From an optimization exercise on the open Yosys and OpenROAD flow, aimed at small area; shortcuts taken in it are not production practice. In this exercise RTL edits were held to simulation tests only and were not proved equivalent to the original.

Design ds_block_top, start of the top module:
module ds_block_top #(
    parameter int IMG_W  = 6,
    parameter int IMG_H  = 5,
    parameter int STRIDE = 1
) (
    input  wire                                    clk,
    input  wire                                    rstn,
    input  wire                                    in_valid,
    input  wire  [ds_pkg::NCH*ds_pkg::ACT_W-1:0]   in_pix,
    output logic                                   out_valid,
    output logic [ds_pkg::NOUT*ds_pkg::ACT_W-1:0]  out_pix
);
==> flow/config.mk <==
export PLATFORM = sky130hd
export DESIGN_NAME = ds_block_top
export DESIGN_NICKNAME = ds_block_top
export VERILOG_FILES = /design/flow/design.v
export SDC_FILE = /design/flow/constraint.sdc
export NUM_CORES = 4
export LEC_CHECK = 0
export CAP_MARGIN = 20
export CORE_MARGIN = 2
export CORE_UTILIZATION = 40
export CTS_BUF_LIST = sky130_fd_sc_hd__clkbuf_16
export CTS_CLUSTER_DIAMETER = 140
export CTS_CLUSTER_SIZE = 28
export SLEW_MARGIN = 20
export SYNTH_HIERARCHICAL = 1
export SYNTH_MINIMUM_KEEP_SIZE = 0
==> flow/constraint.sdc <==
create_clock -name core_clock -period 8.0 [get_ports {clk}]
set_input_delay 1.6000 -clock core_clock [delete_from_list [all_inputs] [get_ports {clk}]]
set_output_delay 1.6000 -clock core_clock [all_outputs]
set_load 0.01 [all_outputs]
standard.sh (not shown) runs the stock make flow with config.mk's settings and CLKGATE_MAP_FILE= SYNTH_SCRIPT=/design/flow/synth_recipe.tcl, a recipe that flattens the netlist after the stock synthesis.
==> flow/flow/run.sh <==
#!/bin/bash
# The standard layout with two changes: the port buffers are the smallest
# buffer (sky130_fd_sc_hd__buf_1) rather than the one buffer_ports picks by
# default, and clock tree synthesis adds no dummy loads. The clustering
# settings repeat config.mk's. The constant outputs share one tie cell.
set -euo pipefail
export BUFFER_PORTS_ARGS="-buffer_cell sky130_fd_sc_hd__buf_1"
export SKIP_REPAIR_TIE_FANOUT=1
export CTS_ARGS="-sink_clustering_enable -repair_clock_nets -sink_clustering_size 28 -sink_clustering_max_diameter 140 -buf_list sky130_fd_sc_hd__clkbuf_16 -dont_use_dummy_load"
bash standard.sh > standard.log 2>&1
Then changed:
--- a/flow/flow/run.sh
+++ b/flow/flow/run.sh
@@ -5 +5 @@
-# settings repeat config.mk's. The constant outputs share one tie cell.
+# settings repeat config.mk's.
@@ -8 +7,0 @@
-export SKIP_REPAIR_TIE_FANOUT=1
=> Clock skew rose by 0.014 ns. Sequential share of layout area fell by 0.13 points. Via count fell by 0.36%. Non-clock buffer count is unchanged. Routed wire length fell by 0.56%. Final cell count rose by 0.76%. Count of clock-buffer cells in the layout is unchanged. Setup slack hardly moves. Design area barely changes.
Then changed:
==> flow/flow/run.sh (replaced) <==
#!/bin/bash
# The standard layout, except that the port buffers are the smallest buffer
# (sky130_fd_sc_hd__buf_1) rather than the one buffer_ports picks by default.
set -euo pipefail
export BUFFER_PORTS_ARGS="-buffer_cell sky130_fd_sc_hd__buf_1"
bash standard.sh > standard.log 2>&1
CTS_CLUSTER_DIAMETER = 120   (was 140)
CTS_CLUSTER_SIZE = 24   (was 28)
After rerunning:
- synthesized area does not change
- clock-buffer cell count rose by 5
- register-to-register slack improves by 0.03 ns
- non-clock buffer count does not change
- die area stays the same
- sequential share of layout area went down by 0.37 points
- final area increases by 0.78%
- synthesized cell count stays the same
Then changed:
==> flow/flow/run.sh (replaced) <==
#!/bin/bash
# The standard layout with two changes: the port buffers are the smallest
# buffer (sky130_fd_sc_hd__buf_1) rather than the one buffer_ports picks by
# default, and clock tree synthesis adds no dummy loads. The clustering
# settings repeat config.mk's.
set -euo pipefail
export BUFFER_PORTS_ARGS="-buffer_cell sky130_fd_sc_hd__buf_1"
export CTS_ARGS="-sink_clustering_enable -repair_clock_nets -sink_clustering_size 28 -sink_clustering_max_diameter 140 -buf_list sky130_fd_sc_hd__clkbuf_16 -dont_use_dummy_load"
bash standard.sh > standard.log 2>&1
CORE_UTILIZATION = 55   (was 40)
CTS_CLUSTER_DIAMETER = 140   (was 120)
CTS_CLUSTER_SIZE = 28   (was 24)
What happened: Wire length shrinks slightly; non-clock buffer count stays the same; global-route usage grows by 5.8 points; first-iteration DRC count grows by a few percent; register-to-register slack barely changes; setup slack improved by 0.071 ns; final area shrinks slightly.

==> separate check: timing with driven ports <==
No port has a modelled driver above. Below, the same layouts with a new extraction and two added sets of constraints.
Step 1 (the two cells are an assumption about what drives the block):
set clk [get_ports {clk}]
set_driving_cell -lib_cell sky130_fd_sc_hd__clkbuf_16 $clk
set_driving_cell -lib_cell sky130_fd_sc_hd__buf_2 [delete_from_list [all_inputs] $clk]
Step 2 times the ports against the registers' clock, not the clock port: input delays grow and output delays shrink by t, the midpoint of the rising clock arrivals with the driver on.
a / b / c = no drivers / after step 1 / after step 2; a / b = the first two.
run	t (ns)	setup WS [ns]	latest minus earliest clock arrival (ns)	worst register clock-pin slew, ns	worst data-port slew with drivers (ns)
the first run	0.625	0.591 / 0.529 / 0.712	0.024 / 0.025	0.12 / 0.12	0.06
the second run	0.614	0.589 / 0.524 / 0.751	0.040 / 0.040	0.11 / 0.11	0.06
the third run	0.625	0.575 / 0.514 / 0.778	0.026 / 0.025	0.10 / 0.10	0.06
the fourth run	0.617	0.646 / 0.587 / 0.788	0.074 / 0.075	0.12 / 0.12	0.03
After both steps every run listed still meets setup and hold.
